This is an optimization exercise on Yosys and OpenROAD, whose aim is small area, not a production implementation. Function was checked by simulation only, so behaviour that the tests miss may differ from the original. Power figures rest on the tool's default switching activity, not on a simulated workload.

--- flow/config.mk ---
export PLATFORM = sky130hd
export DESIGN_NAME = axi_adxl345
export DESIGN_NICKNAME = axi_adxl345
export VERILOG_FILES = /design/flow/design.v
export SDC_FILE = /design/flow/constraint.sdc
export NUM_CORES = 4
export LEC_CHECK = 0
export CAP_MARGIN = 40
export CORE_MARGIN = 2
export CORE_UTILIZATION = 40
export SLEW_MARGIN = 30
--- flow/constraint.sdc ---
create_clock -name core_clock -period 10.0 [get_ports {S_AXI_LITE_ACLK}]
set_input_delay 2.0000 -clock core_clock [delete_from_list [all_inputs] [get_ports {S_AXI_LITE_ACLK}]]
set_output_delay 2.0000 -clock core_clock [all_outputs]
set_load 0.01 [all_outputs]
--- flow/design.v ---
`timescale 1ns/1ps
package adxl_pkg;
    typedef logic [6-1:0]   axi_addr_t;
    typedef logic [32-1:0]   axi_data_t;
    typedef logic [32/8-1:0] axi_strb_t;
    typedef logic [7:0] byte_t;
    typedef logic [5:0] reg_addr_t;    
    typedef enum logic [2:0] {
        idle,
        check,
        send_write,
        next_addr,
        send_read,
        receive
    } seq_state_t;
endpackage
`timescale 1ns/1ps
module axil_slave (
    input  logic        S_AXI_LITE_ACLK,
    input  logic        S_AXI_LITE_ARESETN,
    input  adxl_pkg::axi_addr_t   awaddr,
    input  logic        awvalid,
    output logic        awready,
    input  adxl_pkg::axi_data_t   wdata,
    input  adxl_pkg::axi_strb_t   wstrb,
    input  logic        wvalid,
    output logic        wready,
    output logic [1:0]  bresp,
    output logic        bvalid,
    input  logic        bready,
    input  adxl_pkg::axi_addr_t   araddr,
    input  logic        arvalid,
    output logic        arready,
    output adxl_pkg::axi_data_t   rdata,
    output logic [1:0]  rresp,
    output logic        rvalid,
    input  logic        rready,
    output logic        bus_wr_en,
    output logic [3:0]  bus_wr_word,
    output adxl_pkg::axi_data_t   bus_wr_data,
    output adxl_pkg::axi_strb_t   bus_wr_strb,
    output logic [3:0]  bus_rd_word,
    input  adxl_pkg::axi_data_t   bus_rd_data
);
    logic       aw_en;
    logic       wr_accept;
    logic       rd_accept;
    logic [3:0] aw_word;
    logic [3:0] ar_word;
    assign wr_accept = ~awready && awvalid && wvalid && aw_en;
    assign rd_accept = ~arready && arvalid && ~rvalid;
    always_ff @(posedge S_AXI_LITE_ACLK) begin
        if (!S_AXI_LITE_ARESETN) begin
            awready <= 1'b0;
            wready  <= 1'b0;
            aw_en   <= 1'b1;
            bvalid  <= 1'b0;
        end else begin
            awready <= wr_accept;    
            wready  <= wr_accept;
            if (wr_accept)
                aw_en <= 1'b0;
            else if (bready && bvalid)
                aw_en <= 1'b1;    
            if (bus_wr_en)
                bvalid <= 1'b1;
            else if (bready)
                bvalid <= 1'b0;
        end
    end
    always_ff @(posedge S_AXI_LITE_ACLK) begin
        if (wr_accept)
            aw_word <= awaddr[5:2];
        if (rd_accept)
            ar_word <= araddr[5:2];
        if (arready && arvalid)
            rdata <= bus_rd_data;
    end
    always_ff @(posedge S_AXI_LITE_ACLK) begin
        if (!S_AXI_LITE_ARESETN) begin
            arready <= 1'b0;
            rvalid  <= 1'b0;
        end else begin
            arready <= rd_accept;
            if (arready && arvalid)
                rvalid <= 1'b1;
            else if (rready)
                rvalid <= 1'b0;
        end
    end
    assign bus_wr_en   = awready && awvalid && wready && wvalid;
    assign bus_wr_word = aw_word;
    assign bus_wr_data = wdata;
    assign bus_wr_strb = wstrb;
    assign bus_rd_word = ar_word;
    assign bresp = 2'b00;    
    assign rresp = 2'b00;
endmodule
`timescale 1ns/1ps
module adxl_reg_mirror (
    input  logic         S_AXI_LITE_ACLK,
    input  logic         S_AXI_LITE_ARESETN,
    output logic         pending_any,
    input  adxl_pkg::reg_addr_t    seq_addr,
    output logic         seq_pending,
    output adxl_pkg::byte_t        seq_byte,
    input  logic         clear_pending,
    input  logic         rx_wr,
    input  adxl_pkg::byte_t        rx_data,
    input  logic         bus_wr_en,
    input  logic [3:0]   bus_wr_word,
    input  adxl_pkg::axi_data_t    bus_wr_data,
    input  adxl_pkg::axi_strb_t    bus_wr_strb,
    input  logic [3:0]   bus_rd_word,
    output adxl_pkg::axi_data_t    bus_rd_data
);
    localparam logic [63:0] write_mask = 64'h0102_F7FF_E000_0000;
    adxl_pkg::byte_t       regs [64];
    logic [63:0] pending;
    logic [63:0] host_hit;
    logic [63:0] seq_hit;
    adxl_pkg::byte_t       host_byte [64];
    for (genvar i = 0; i < 64; i++) begin : g_byte
        localparam adxl_pkg::reg_addr_t byte_addr = adxl_pkg::reg_addr_t'(i);
        assign host_hit[i]  = bus_wr_en && (bus_wr_word == byte_addr[5:2])
                              && bus_wr_strb[byte_addr[1:0]] && write_mask[i];
        assign seq_hit[i]   = (seq_addr == byte_addr);
        assign host_byte[i] = bus_wr_data[8*(i%4) +: 8];
    end
    always_ff @(posedge S_AXI_LITE_ACLK) begin
        if (!S_AXI_LITE_ARESETN) begin
            for (int i = 0; i < 64; i++)
                regs[i] <= '0;
            pending <= '0;
        end else begin
            for (int i = 0; i < 64; i++) begin
                if (host_hit[i]) begin
                    regs[i]    <= host_byte[i];    
                    pending[i] <= 1'b1;
                end else begin
                    if (rx_wr && seq_hit[i])
                        regs[i] <= rx_data;
                    if (clear_pending && seq_hit[i])
                        pending[i] <= 1'b0;
                end
            end
        end
    end
    always_comb begin
        for (int b = 0; b < 4; b++)
            bus_rd_data[8*b +: 8] = regs[{bus_rd_word, 2'(b)}];
    end
    assign pending_any = |pending;
    assign seq_pending = pending[seq_addr];
    assign seq_byte    = regs[seq_addr];
endmodule
`timescale 1ns/1ps
module bus_sequencer (
    input  logic      S_AXI_LITE_ACLK,
    input  logic      S_AXI_LITE_ARESETN,
    input  logic      pending_any,
    output adxl_pkg::reg_addr_t seq_addr,
    input  logic      seq_pending,
    input  adxl_pkg::byte_t     seq_byte,
    output logic      clear_pending,
    output logic      rx_wr,
    output adxl_pkg::byte_t     rx_data,
    input  adxl_pkg::byte_t     rx_tdata,
    input  logic      rx_tvalid,
    input  logic      rx_tlast,
    output logic      cmd_push,
    output adxl_pkg::byte_t     cmd_data,
    output adxl_pkg::byte_t     cmd_user,
    output logic      cmd_last,
    input  logic      cmd_full
);
    localparam int                 timer_w    = $clog2(64);
    localparam logic [timer_w-1:0] timer_end  = timer_w'(64 - 1);
    localparam adxl_pkg::byte_t              write_user = {7'h53, 1'b0};
    localparam adxl_pkg::byte_t              read_user  = {7'h53, 1'b1};
    adxl_pkg::seq_state_t         state;
    logic [1:0]         word_cnt;    
    logic [timer_w-1:0] timer;
    logic               sending;
    logic               last_word;
    assign sending   = (state == adxl_pkg::send_write || state == adxl_pkg::send_read) && !cmd_full;
    assign last_word = (word_cnt == 2'd2);
    always_comb begin
        cmd_push = sending;
        cmd_last = (state == adxl_pkg::send_read) || last_word;
        if (state == adxl_pkg::send_read) begin
            cmd_user = read_user;
            cmd_data = adxl_pkg::byte_t'(6'h39);    
        end else begin
            cmd_user = write_user;
            case (word_cnt)
                2'd0:    cmd_data = 8'h02;
                2'd1:    cmd_data = adxl_pkg::byte_t'(seq_addr);
                default: cmd_data = seq_byte;
            endcase
        end
    end
    assign clear_pending = sending && (state == adxl_pkg::send_write) && last_word;
    assign rx_wr         = (state == adxl_pkg::receive) && rx_tvalid;
    assign rx_data       = rx_tdata;
    always_ff @(posedge S_AXI_LITE_ACLK) begin
        if (!S_AXI_LITE_ARESETN) begin
            state    <= adxl_pkg::idle;
            seq_addr <= '0;
            word_cnt <= '0;
            timer    <= '0;
        end else begin
            case (state)
                adxl_pkg::idle: begin
                    seq_addr <= '0;
                    if (pending_any)
                        state <= adxl_pkg::check;
                    else if (timer == timer_end)
                        state <= adxl_pkg::send_read;
                    else
                        timer <= timer + 1'b1;
                end
                adxl_pkg::check:
                    state <= seq_pending ? adxl_pkg::send_write : adxl_pkg::next_addr;
                adxl_pkg::send_write:
                    if (!cmd_full) begin
                        word_cnt <= word_cnt + 1'b1;
                        if (last_word) begin
                            word_cnt <= '0;
                            state    <= adxl_pkg::next_addr;
                        end
                    end
                adxl_pkg::next_addr:
                    if (seq_addr == 6'h39) begin
                        state <= adxl_pkg::idle;
                    end else begin
                        seq_addr <= seq_addr + 1'b1;
                        state    <= adxl_pkg::check;
                    end
                adxl_pkg::send_read:
                    if (!cmd_full)
                        state <= adxl_pkg::receive;
                adxl_pkg::receive: begin
                    timer <= '0;
                    if (rx_tvalid) begin
                        seq_addr <= seq_addr + 1'b1;    
                        if (rx_tlast)
                            state <= adxl_pkg::idle;
                    end
                end
                default:
                    state <= adxl_pkg::idle;
            endcase
        end
    end
endmodule
`timescale 1ns/1ps
module cmd_queue (
    input  logic  S_AXI_LITE_ACLK,
    input  logic  S_AXI_LITE_ARESETN,
    output adxl_pkg::byte_t M_AXIS_TDATA,
    output adxl_pkg::byte_t M_AXIS_TUSER,
    output logic  M_AXIS_TLAST,
    output logic  M_AXIS_TVALID,
    input  logic  M_AXIS_TREADY,
    input  logic  cmd_push,
    input  adxl_pkg::byte_t cmd_data,
    input  adxl_pkg::byte_t cmd_user,
    input  logic  cmd_last,
    output logic  cmd_full
);
    localparam int depth = 16;
    localparam int ptr_w = $clog2(depth);
    adxl_pkg::byte_t            data_mem [depth];
    adxl_pkg::byte_t            user_mem [depth];
    logic [depth-1:0] last_mem;
    logic [ptr_w-1:0] wr_ptr;
    logic [ptr_w-1:0] rd_ptr;
    logic [ptr_w:0]   count;
    logic             pop;
    assign pop           = M_AXIS_TVALID && M_AXIS_TREADY;
    assign M_AXIS_TVALID = (count != '0);
    assign M_AXIS_TDATA  = data_mem[rd_ptr];
    assign M_AXIS_TUSER  = user_mem[rd_ptr];
    assign M_AXIS_TLAST  = last_mem[rd_ptr];
    assign cmd_full      = (count == (ptr_w+1)'(depth));
    always_ff @(posedge S_AXI_LITE_ACLK) begin
        if (cmd_push) begin
            data_mem[wr_ptr] <= cmd_data;
            user_mem[wr_ptr] <= cmd_user;
            last_mem[wr_ptr] <= cmd_last;
        end
    end
    always_ff @(posedge S_AXI_LITE_ACLK) begin
        if (!S_AXI_LITE_ARESETN) begin
            wr_ptr <= '0;
            rd_ptr <= '0;
            count  <= '0;
        end else begin
            if (cmd_push)
                wr_ptr <= wr_ptr + 1'b1;    
            if (pop)
                rd_ptr <= rd_ptr + 1'b1;
            case ({cmd_push, pop})
                2'b10:   count <= count + 1'b1;
                2'b01:   count <= count - 1'b1;
                default: count <= count;
            endcase
        end
    end
endmodule
`timescale 1ns/1ps
module axi_adxl345 (
    input  logic       S_AXI_LITE_ACLK,
    input  logic       S_AXI_LITE_ARESETN,
    input  adxl_pkg::axi_addr_t  S_AXI_LITE_AWADDR,
    input  logic       S_AXI_LITE_AWVALID,
    output logic       S_AXI_LITE_AWREADY,
    input  adxl_pkg::axi_data_t  S_AXI_LITE_WDATA,
    input  adxl_pkg::axi_strb_t  S_AXI_LITE_WSTRB,
    input  logic       S_AXI_LITE_WVALID,
    output logic       S_AXI_LITE_WREADY,
    output logic [1:0] S_AXI_LITE_BRESP,
    output logic       S_AXI_LITE_BVALID,
    input  logic       S_AXI_LITE_BREADY,
    input  adxl_pkg::axi_addr_t  S_AXI_LITE_ARADDR,
    input  logic       S_AXI_LITE_ARVALID,
    output logic       S_AXI_LITE_ARREADY,
    output adxl_pkg::axi_data_t  S_AXI_LITE_RDATA,
    output logic [1:0] S_AXI_LITE_RRESP,
    output logic       S_AXI_LITE_RVALID,
    input  logic       S_AXI_LITE_RREADY,
    output adxl_pkg::byte_t      M_AXIS_TDATA,
    output adxl_pkg::byte_t      M_AXIS_TUSER,
    output logic       M_AXIS_TVALID,
    output logic       M_AXIS_TLAST,
    input  logic       M_AXIS_TREADY,
    input  adxl_pkg::byte_t      S_AXIS_TDATA,
    input  adxl_pkg::byte_t      S_AXIS_TUSER,
    input  logic       S_AXIS_TVALID,
    input  logic       S_AXIS_TLAST,
    output logic       S_AXIS_TREADY
);
    logic       bus_wr_en;
    logic [3:0] bus_wr_word;
    adxl_pkg::axi_data_t  bus_wr_data;
    adxl_pkg::axi_strb_t  bus_wr_strb;
    logic [3:0] bus_rd_word;
    adxl_pkg::axi_data_t  bus_rd_data;
    logic       cmd_push;
    adxl_pkg::byte_t      cmd_data;
    adxl_pkg::byte_t      cmd_user;
    logic       cmd_last;
    logic       cmd_full;
    logic      pending_any;
    adxl_pkg::reg_addr_t seq_addr;
    logic      seq_pending;
    adxl_pkg::byte_t     seq_byte;
    logic      clear_pending;
    logic      rx_wr;
    adxl_pkg::byte_t     rx_data;
    assign S_AXIS_TREADY = 1'b1;    
    axil_slave u_axil_slave (
        .S_AXI_LITE_ACLK    (S_AXI_LITE_ACLK),
        .S_AXI_LITE_ARESETN (S_AXI_LITE_ARESETN),
        .awaddr             (S_AXI_LITE_AWADDR),
        .awvalid            (S_AXI_LITE_AWVALID),
        .awready            (S_AXI_LITE_AWREADY),
        .wdata              (S_AXI_LITE_WDATA),
        .wstrb              (S_AXI_LITE_WSTRB),
        .wvalid             (S_AXI_LITE_WVALID),
        .wready             (S_AXI_LITE_WREADY),
        .bresp              (S_AXI_LITE_BRESP),
        .bvalid             (S_AXI_LITE_BVALID),
        .bready             (S_AXI_LITE_BREADY),
        .araddr             (S_AXI_LITE_ARADDR),
        .arvalid            (S_AXI_LITE_ARVALID),
        .arready            (S_AXI_LITE_ARREADY),
        .rdata              (S_AXI_LITE_RDATA),
        .rresp              (S_AXI_LITE_RRESP),
        .rvalid             (S_AXI_LITE_RVALID),
        .rready             (S_AXI_LITE_RREADY),
        .bus_wr_en          (bus_wr_en),
        .bus_wr_word        (bus_wr_word),
        .bus_wr_data        (bus_wr_data),
        .bus_wr_strb        (bus_wr_strb),
        .bus_rd_word        (bus_rd_word),
        .bus_rd_data        (bus_rd_data)
    );
    adxl_reg_mirror u_adxl_reg_mirror (
        .S_AXI_LITE_ACLK    (S_AXI_LITE_ACLK),
        .S_AXI_LITE_ARESETN (S_AXI_LITE_ARESETN),
        .pending_any        (pending_any),
        .seq_addr           (seq_addr),
        .seq_pending        (seq_pending),
        .seq_byte           (seq_byte),
        .clear_pending      (clear_pending),
        .rx_wr              (rx_wr),
        .rx_data            (rx_data),
        .bus_wr_en          (bus_wr_en),
        .bus_wr_word        (bus_wr_word),
        .bus_wr_data        (bus_wr_data),
        .bus_wr_strb        (bus_wr_strb),
        .bus_rd_word        (bus_rd_word),
        .bus_rd_data        (bus_rd_data)
    );
    bus_sequencer u_bus_sequencer (
        .S_AXI_LITE_ACLK    (S_AXI_LITE_ACLK),
        .S_AXI_LITE_ARESETN (S_AXI_LITE_ARESETN),
        .pending_any        (pending_any),
        .seq_addr           (seq_addr),
        .seq_pending        (seq_pending),
        .seq_byte           (seq_byte),
        .clear_pending      (clear_pending),
        .rx_wr              (rx_wr),
        .rx_data            (rx_data),
        .rx_tdata           (S_AXIS_TDATA),
        .rx_tvalid          (S_AXIS_TVALID),
        .rx_tlast           (S_AXIS_TLAST),
        .cmd_push           (cmd_push),
        .cmd_data           (cmd_data),
        .cmd_user           (cmd_user),
        .cmd_last           (cmd_last),
        .cmd_full           (cmd_full)
    );
    cmd_queue u_cmd_queue (
        .S_AXI_LITE_ACLK    (S_AXI_LITE_ACLK),
        .S_AXI_LITE_ARESETN (S_AXI_LITE_ARESETN),
        .M_AXIS_TDATA       (M_AXIS_TDATA),
        .M_AXIS_TUSER       (M_AXIS_TUSER),
        .M_AXIS_TLAST       (M_AXIS_TLAST),
        .M_AXIS_TVALID      (M_AXIS_TVALID),
        .M_AXIS_TREADY      (M_AXIS_TREADY),
        .cmd_push           (cmd_push),
        .cmd_data           (cmd_data),
        .cmd_user           (cmd_user),
        .cmd_last           (cmd_last),
        .cmd_full           (cmd_full)
    );
endmodule
--- flow/run.sh ---
#!/bin/bash
# synth_recipe.tcl (not shown) runs the flow's synth.tcl, then flattens the netlist and writes it again
# the make line also repeats each setting of config.mk as NAME=value (left out here)
make -C /OpenROAD-flow-scripts/flow DESIGN_CONFIG=/design/flow/config.mk WORK_HOME=/design/flow/orfs CLKGATE_MAP_FILE= SYNTH_SCRIPT=/design/flow/synth_recipe.tcl finish
==> flow_summary.yaml <==
drt:
  drc: 0
  vias: 36200
  drtAntennaViolNets: 0
  drtIter0Drc: 5773
  routed_via_density: 6.78
  dr.pass1.iters: 9
  routedWlPerCell_um: 42.4
  wl_mm: 227
floorplanning:
  dieArea_um2: 98700
  rows: 113
  die_y_um: 314
  die_x_um: 314
  core_um2: 95200
  start_util: 0.404
  pin_count: 134
worst_setup_path:
  slowest_stage: "o41ai_2"
  cp_max_fo: 13
  critical-path-max-stage-delay_ns: 0.79
  worstSetupPathDepth: 11
  critPathBufInv: 3
  ff2ff_path_depth: 11
  rrSetupSlack_ns: 4.19
  cpMostUsedCell: "buf_4"
  cp-start-kind: "flop"
  reg2reg_from: "u_bus_sequencer.seq_addr[0]"
  cp_cell_sequence: "inv_1, ha_1, nand3b_1, nor2_1, buf_4, a22oi_1, nand4_1, or4_1, o41ai_2, o211ai_1, buf_4"
  worst_ep_required_time_ns: 10.44
  worst_ep_arrival_time_ns: 6.25
  rr_endpoint: "u_cmd_queue.data_mem[7][4]"
  cp-end-kind: "flop"
  critPathTopFamily: "compound AO/OA/AOI/OAI gates"
  critical_path_class: "flop to flop"
clock_network:
  clock_latency_ns: 0.73
  cts_max_path_buffers: 3
  cts_sinks: 771
  cts_buffers: 86
  cts_resized: 0
  cts_max_level: 3
  ctsHoldBuffers: 0
  clockRootBuffer: "clkbuf_16"
  cts_tree: "done"
  post-cts-setup-buffer-count: 0
  clkTransAtPathRegs_ns: 0.06
yosys:
  synth_area_leader_cell: "dfxtp_1"
  synth_edf_count: 200
  ys_seq_area_frac: 0.453
  yosysWarningCount: 6
  async_flop_share: 0
  syn-mean-instance-area_um2: 9.77
  yosysMostFrequentCell: "dfxtp_1"
  netlist_instances: 3939
  synth_area_um2: 38500
  yosysTopAreaCellShare: 0.297
  synth_area_leaders: "dfxtp_1, edfxtp_1, mux2i_1, a22oi_1, nand2_1"
  synth_ff_type: "dfxtp_1"
  synth_seq_cells: 771
  synth.distinct_cells: 81
  synth_commonest_cells: "dfxtp_1, nand2_1, a22oi_1"
sta:
  max_freq_mhz: 172
  setup-violations-final: 0
  max_slew_margin: 0.269
  finalCritPeriodShare: 0.581
  min_period_ns: 5.81
  fin_tns_setup_ns: 0
  hold_viol: 0
  finalMaxSlewViolations: 0
  finClkSkew_ns: 0.0427
  rsz0062_at_grt: "false"
  worstMarginPinSlew_ns: 1.10
  whs_ns: 0.467
power:
  powerDensity_nw_per_um2: 170
  ir_drop_v: 0.000126
  p_leak_nw: 16.1
grt:
  grt_max_degree: 208
  grt_pass1_vias: 33000
  grt_usage: 0.450
  grt_overflow: 0
  grt_pass1_wl_mm: 301
  antenna_found_initial: 24
hold_path:
  min_from: "u_adxl_reg_mirror.regs[0][5]"
  hold_depth: 2
  min_to: "u_adxl_reg_mirror.regs[0][5]"
  hold_path.class: "flop to flop"
flow_run:
  maxCapViolCount: 0
placed_design:
  globalplace.congestion: 1.09
  portBuffers: 109
  dpl.hpwl_mm: 168
outcome:
  status: "no timing/DRC/antenna violations"
final_layout:
  fin_nets: 4083
  syn_to_final_growth_pct: 15.3
  drive_gt1_frac: 0.122
  nFillCells: 9031
==> registers in the layout (all words and copies together) (netlist names), named ones only <==
register and count:
u_cmd_queue.last_mem 16, u_adxl_reg_mirror.pending 20, u_cmd_queue.count 5, u_axil_slave.rdata 32, u_axil_slave.aw_word 4, u_bus_sequencer.seq_addr 6
u_cmd_queue.wr_ptr 4, u_axil_slave.awready 1, u_cmd_queue.rd_ptr 4, u_axil_slave.ar_word 4, u_axil_slave.bvalid 1, u_bus_sequencer.timer 6
u_adxl_reg_mirror.regs 512, u_bus_sequencer.word_cnt 2, u_cmd_queue.user_mem 16, u_axil_slave.rvalid 1, u_axil_slave.arready 1, u_cmd_queue.data_mem 128
u_axil_slave.aw_en 1, u_bus_sequencer.state 3
==> worst min-delay path: cells and delay by family, from the launching register on <==
kind	cells	cell delay (ns)
flops	1	0.31
compound gates	1	0.06
simple gates	1	0.05
==> logic make-up (layout without fill, tap and decap cells) <==
kind of cell / after synthesis / after routing / synth area share
xor+xnor: 19 / 19 / 0.00432
mux: 343 / 343 / 0.107
other cells: 2 / 26 / 0.000195
compound gates: 1030 / 1030 / 0.208
flops: 771 / 771 / 0.453
simple gates: 1407 / 1407 / 0.183
fa+ha+maj: 17 / 17 / 0.00572
buf+inv: 350 / 466 / 0.0386
==> report_power, final <==
part           total (mW)  internal, mW  switching [mW]
logic               0.870         0.331           0.539
registers            3.41          3.35          0.0584
clock network        3.27          1.81            1.46
total                7.55          5.49            2.06
==> per-layer routing <==
layer / part of all wire / global-route usage / up-vias / routed length [um]
met5: 0.0011 / 0.00242 / - / 253
met4: 0.10 / 0.373 / 22 / 22700
met3: 0.097 / 0.119 / 702 / 22100
met2: 0.41 / 0.651 / 2482 / 94100
met1: 0.39 / 0.560 / 18200 / 87700
li1: - / - / 14900 / -
==> cell type report <==
type                       count  area (um2)  area share
multi-input combinational   2828       19900       0.449
sequential                   771       17400       0.393
timing repair buffer         281        2460      0.0554
clock buffer                 118        2440      0.0550
tap                         1265        1580      0.0357
clock inverter                43         412     0.00928
inverter                      24        90.1     0.00203
antenna                       14        35.0    0.000790
==> placed cells by master, fill, tap and decap left out, types with 39 or more instances in the layout <==
| cell | synthesis | routed |
|---|---|---|
| nand4_1 | 69 | 69 |
| buf_4 | 20 | 154 |
| mux2i_1 | 286 | 286 |
| a21oi_1 | 55 | 55 |
| nor2_1 | 131 | 94 |
| dfxtp_1 | 571 | 568 |
| nor2_2 | 3 | 39 |
| mux4_2 | 53 | 53 |
| nand2_1 | 503 | 502 |
| clkdlybuf4s50_1 | 0 | 100 |
| a21boi_0 | 180 | 180 |
| o211a_1 | 161 | 161 |
| edfxtp_1 | 200 | 200 |
| o21ai_0 | 99 | 99 |
| a22oi_1 | 359 | 358 |
| clkbuf_16 | 0 | 88 |
| nand3_1 | 277 | 277 |
| nor2b_1 | 210 | 208 |
| and3_1 | 45 | 45 |
==> worst max path at each step <==
stage                                      startpoint                          end  slack, ns
after floorplan                                  flop              M_AXIS_TDATA[0]       5.69
after global placement    u_bus_sequencer.seq_addr[0]   u_cmd_queue.data_mem[6][4]       4.18
after detailed placement  u_bus_sequencer.seq_addr[0]  u_cmd_queue.data_mem[12][4]       4.54
after CTS                 u_bus_sequencer.seq_addr[0]  u_cmd_queue.data_mem[11][4]       4.51
after global routing      u_bus_sequencer.seq_addr[0]   u_cmd_queue.data_mem[4][4]       4.24
final                     u_bus_sequencer.seq_addr[0]   u_cmd_queue.data_mem[7][4]       4.19
==> metrics by stage <==
step | cells | utilization | worst slack, ns | instance area [um2] | total power [mW]
finish | 5344 | 0.466 | 4.19 | 44400 | 7.55
global route | 5331 | 0.466 | 4.24 | 44300 | 7.77
CTS | 5325 | 0.465 | 4.51 | 44300 | 7.56
detailed placement | 5164 | 0.435 | 4.54 | 41400 | 4.34
global placement | 5144 | 0.431 | 4.18 | 41000 | 4.31
floorplan | 3949 | - | 5.69 | 38500 | 3.99

[port drivers added, routing unchanged]
The results above use ideal ports. As a check the final layout listed here was re-extracted and re-timed, cells and wires unchanged. Step 1 sets driving cells, clkbuf_16 on the clock port and buf_2 on the other inputs (assumed; they add their load-dependent delay and slew). Step 2 also shifts input and output timing later by t, the mid clock arrival at the registers, as if the neighbouring blocks saw the same clock. Three values: ideal, step 1, step 2; two values: the first two.
t, ns: 0.779
setup slack, ns: 4.186 / 4.186 / 4.186
clock arrival spread, ns: 0.046 / 0.046
pins driven straight from the clock port: 1
After both steps this run still meets setup and hold. For this run, drivers alone change the setup slack by 0.000 ns; drivers and shift together by 0.000 ns.
